Source: an optimization exercise on an open RTL-to-GDS flow (aim: small area, a short achievable clock period and few clock cycles per item). Production flows keep margins and buffers that such runs may drop. Where RTL was checked, it was by simulation tests only, not by an equivalence proof against the original.

Setup of job 5358:
Design fp_mul_sched_top, start of the top module:
module fp_mul_sched_top (
    input  logic         clk,
    input  logic         reset_n,
    input  logic [3:0]   req_valid,
    input  logic [127:0] req_x,
    input  logic [127:0] req_y,
    output logic [3:0]   req_ready,
    output logic         res_valid,
    input  logic         res_ready,
    output logic [1:0]   res_id,
    output logic [31:0]  res_data,
    output logic [4:0]   res_flags,
    output logic         busy
);
==> flow/config.mk <==
export PLATFORM = sky130hd
export DESIGN_NAME = fp_mul_sched_top
export DESIGN_NICKNAME = fp_mul_sched_top
export VERILOG_FILES = /design/flow/design.v
export SDC_FILE = /design/flow/constraint.sdc
export NUM_CORES = 4
export LEC_CHECK = 0
export ABC_CLOCK_PERIOD_IN_PS = 5000
export CAP_MARGIN = 20
export CORE_MARGIN = 2
export CORE_UTILIZATION = 40
export SLEW_MARGIN = 20
==> flow/constraint.sdc <==
create_clock -name core_clock -period 10.5 [get_ports {clk}]
set_input_delay 2.1000 -clock core_clock [delete_from_list [all_inputs] [get_ports {clk}]]
set_output_delay 2.1000 -clock core_clock [all_outputs]
set_load 0.01 [all_outputs]
run.sh (not shown) runs the stock make flow with config.mk's settings and CLKGATE_MAP_FILE= SYNTH_SCRIPT=/design/flow/synth_recipe.tcl, a recipe that flattens the netlist after the stock synthesis.
What job 7873 does differently from job 5358 at the input level:
Settings: an added SETUP_SLACK_MARGIN of 4.
[summary]
- Setup slack: job 7873 more than job 5358
- Changes observed in job 7873 relative to job 5358: arrival time of the worst setup path fell 1.65 ns; hold slack lower.
- Of job 7873 and job 5358, it is job 7873 that has the lower count of clock-buffer cells in the layout.
- Summary of job 7873 over job 5358: post-route fraction of the period consumed by the critical path now sits lower; signed area change from the synthesized netlist to the final layout picked up an extra 32 points; effective utilization at floorplan was more or less identical; die area neither gained nor lost much.
- Job 5358 reports its cell with the largest stage delay on the worst path as sky130_fd_sc_hd__o41ai_1 while job 7873 reports sky130_fd_sc_hd__edfxtp_1.
The inputs of job 5003 differ from those of job 7873 as listed below.
Settings: SETUP_SLACK_MARGIN no longer set, was 4; ABC_CLOCK_PERIOD_IN_PS no longer set, was 5000.
Run comparison: job 7873 library cell contributing the largest single delay on the critical path sky130_fd_sc_hd__edfxtp_1; job 5003 library cell contributing the largest single delay on the critical path sky130_fd_sc_hd__o41ai_1. As far as number of top-level pins goes, job 7873 and job 5003 are indistinguishable; the numbers are identical. Job 5003 against job 7873: number of sinks driven by the clock tree shows no meaningful change; final instance area went down about 20%; count of non-CTS inverters in the layout roughly the same; final critical-path share of the clock period now larger. sky130_fd_sc_hd__clkdlybuf4s50_1 as the most common library cell in the layout ignoring fill and taps was reported by job 7873, and sky130_fd_sc_hd__inv_1 by job 5003. Against job 7873, non-clock buffer count in job 5003 fell by more than a quarter.
No functional check of the RTL was part of any run of this note.

* * *

== the reference run ==
fp_mul_sched_top, a different RTL version from the one above (not shown whole).
For scale: about 120 flip-flops, ~310 I/O pins, roughly 20000 um2 of cells after synthesis.
export LEC_CHECK = 0
export ABC_AREA = 1
export CAP_MARGIN = 20
export CORE_MARGIN = 2
export CORE_UTILIZATION = 40
export GPL_ROUTABILITY_DRIVEN = 0
export SETUP_SLACK_MARGIN = 4.0
export SLEW_MARGIN = 20
export SYNTH_HIERARCHICAL = 1
create_clock -name core_clock -period 10.5 [get_ports {clk}]
standard.sh (not shown) runs the stock make flow with config.mk's settings and CLKGATE_MAP_FILE= SYNTH_SCRIPT=/design/flow/synth_recipe.tcl, a recipe that flattens the netlist after the stock synthesis.
==> flow/flow/run.sh <==
#!/bin/bash
# Layout flow: the standard flow (standard.sh) with two changes after synthesis:
# the port buffers are the small sky130_fd_sc_hd__buf_1 instead of the delay cell
# buffer_ports picks by default, and timing repair may swap a cell for one with a
# different footprint (MATCH_CELL_FOOTPRINT=0), so those buffers can be resized.
# Synthesis is the standard one, unchanged. Each step's output goes to its own log here.
set -uo pipefail
bash standard.sh synth > synth.log 2>&1 || exit 1
bash standard.sh "BUFFER_PORTS_ARGS=-buffer_cell sky130_fd_sc_hd__buf_1" MATCH_CELL_FOOTPRINT=0 finish > layout.log 2>&1 || exit 1
The reference run did not stop at any stage, and its layout met the timing, design-rule and antenna checks.
Testbench counts of the reference run, summed over its fixed seeds: cycles 2,056, items 2,048.
What the trial run does differently from the reference run at the input level:
-- flow/config.mk --
<<< the reference run, line 12
export GPL_ROUTABILITY_DRIVEN = 0
export SETUP_SLACK_MARGIN = 4.0
>>> the trial run, line 12
export CTS_BUF_LIST = sky130_fd_sc_hd__clkbuf_4 sky130_fd_sc_hd__clkbuf_8
export PLACE_DENSITY = 0.75
export SETUP_SLACK_MARGIN = 4.25
==> comparison <==
Compared the trial run vs the reference run, and number of standard cells in the layout, taps in and fillers out is up in the trial run. Setup WNS the reference run -> the trial run: better.

* * *

== v50 ==
Starting RTL as in the previous note.
export LEC_CHECK = 0
export ABC_AREA = 1
export CAP_MARGIN = 20
export CORE_MARGIN = 2
export CORE_UTILIZATION = 40
export SETUP_SLACK_MARGIN = 4.25
export SLEW_MARGIN = 20
export SYNTH_HIERARCHICAL = 1
create_clock -name core_clock -period 10.5 [get_ports {clk}]
Scripts as last shown in full above: flow/flow/run.sh
Testbench counts of v50, summed over its fixed seeds: cycles 2,056, items 2,048.
Setup changes, v50 to v34
# v50
export LEC_CHECK = 0
export ABC_AREA = 1
export CAP_MARGIN = 20
export CORE_MARGIN = 2
export CORE_UTILIZATION = 40
export SETUP_SLACK_MARGIN = 4.25
export SLEW_MARGIN = 20
export SYNTH_HIERARCHICAL = 1
create_clock -name core_clock -period 10.5 [get_ports {clk}]
# v34
export LEC_CHECK = 0
export ABC_AREA = 1
export CAP_MARGIN = 20
export CORE_MARGIN = 2
export CORE_UTILIZATION = 40
export CTS_BUF_LIST = sky130_fd_sc_hd__clkbuf_4 sky130_fd_sc_hd__clkbuf_8
export PLACE_DENSITY = 0.75
export SETUP_SLACK_MARGIN = 4.0
export SLEW_MARGIN = 20
export SYNTH_HIERARCHICAL = 1
create_clock -name core_clock -period 10.5 [get_ports {clk}]
### Flow results
v34 finished end to end and its layout was clean on timing, DRC and antenna. Higher proportion of layout cells with a drive suffix above 1 was reported by v50, not v34. Cell area after layout sits lower in v34 than in v50. [compare] base=v50 new=v34: slack of the worst reg-to-reg path decreased 0.23 ns; multi-input combinational area share increased 2.5 points; wire length on met3 decreased about 2.7%; routed wire length decreased 12%.
Input-level comparison between v14 and v34:
# v34
export LEC_CHECK = 0
export ABC_AREA = 1
export CAP_MARGIN = 20
export CORE_MARGIN = 2
export CORE_UTILIZATION = 40
export CTS_BUF_LIST = sky130_fd_sc_hd__clkbuf_4 sky130_fd_sc_hd__clkbuf_8
export PLACE_DENSITY = 0.75
export SETUP_SLACK_MARGIN = 4.0
export SLEW_MARGIN = 20
export SYNTH_HIERARCHICAL = 1
create_clock -name core_clock -period 10.5 [get_ports {clk}]
# v14
export LEC_CHECK = 0
export ABC_AREA = 1
export CAP_MARGIN = 20
export CORE_MARGIN = 2
export CORE_UTILIZATION = 40
export SETUP_SLACK_MARGIN = 4.0
export SLEW_MARGIN = 20
export SYNTH_HIERARCHICAL = 1
create_clock -name core_clock -period 10.5 [get_ports {clk}]
--- outcome ---
Summary of v14 over v34: fraction of final layout cells with drive strength greater than 1 increased 2.3 points, global-route wire length before repair increased 6.7%. [compare] base=v34 new=v14: slew at the pin with the worst max-slew slack went up; final RePlAce weighted congestion grew by 4.5%; sequential share of layout area now smaller.
[inputs] v33 vs v14
# v14
export LEC_CHECK = 0
export ABC_AREA = 1
export CAP_MARGIN = 20
export CORE_MARGIN = 2
export CORE_UTILIZATION = 40
export SETUP_SLACK_MARGIN = 4.0
export SLEW_MARGIN = 20
export SYNTH_HIERARCHICAL = 1
create_clock -name core_clock -period 10.5 [get_ports {clk}]
# v33
export LEC_CHECK = 0
export ABC_AREA = 1
export CAP_MARGIN = 20
export CORE_MARGIN = 2
export CORE_UTILIZATION = 55
export CTS_BUF_LIST = sky130_fd_sc_hd__clkbuf_4 sky130_fd_sc_hd__clkbuf_8
export PLACE_DENSITY = 0.75
export SETUP_SLACK_MARGIN = 4.0
export SLEW_MARGIN = 20
export SYNTH_HIERARCHICAL = 1
create_clock -name core_clock -period 10.5 [get_ports {clk}]
## What came out
- v33 vs v14 — chip width dropped 14%.
- Number of tap cells added at floorplan, v33 and v14: larger value in v14
- Going from v14 to v33, normalized max-slew margin went up; final area lost 2.6%.

-- static timing again, ports no longer ideal --
How much do the figures lean on ideal ports? The routed layouts below were timed once more, with nothing changed but the port constraints. Step 1: set_driving_cell puts a clkbuf_16 on clk and a buf_2 on each other input, an assumption about the parent block. Step 2 times the ports against the registers' clock, not the clock port: input delays grow and output delays shrink by t, the midpoint of the rising clock arrivals with the driver on. Slacks: ideal ports / drivers / drivers and shift; pairs: ideal ports / drivers.
| run | t (ns) | setup slack, ns | hold slack, ns | worst setup path at the end |
|---|---|---|---|---|
| job 5358 | 0.510 | 0.840 / 0.787 / 0.536 | 0.678 / 0.678 / 0.678 | input to register |
| job 7873 | 0.510 | 2.493 / 2.442 / 2.437 | 0.670 / 0.670 / 0.670 | input to register |
| job 5003 | 0.510 | 0.840 / 0.787 / 0.536 | 0.678 / 0.678 / 0.678 | input to register |
| the reference run | 0.504 | 4.002 / 4.032 / 3.528 | 0.492 / 0.492 / 0.492 | input to register |
| the trial run | 0.529 | 4.241 / 4.267 / 3.738 | 0.493 / 0.493 / 0.493 | input to register |
| v50 | 0.510 | 4.275 / 4.309 / 3.799 | 0.499 / 0.499 / 0.499 | input to register |
| v34 | 0.542 | 4.126 / 4.158 / 3.616 | 0.496 / 0.496 / 0.496 | input to register |
| v14 | 0.510 | 4.082 / 4.109 / 3.600 | 0.499 / 0.499 / 0.499 | input to register |
| v33 | 0.541 | 3.982 / 3.974 / 3.433 | 0.496 / 0.496 / 0.496 | input to register |
After both steps setup and hold are still met in every run listed. The setup slack of v33, which loses most, moves by -0.008 ns with the drivers and by -0.549 ns with both steps.
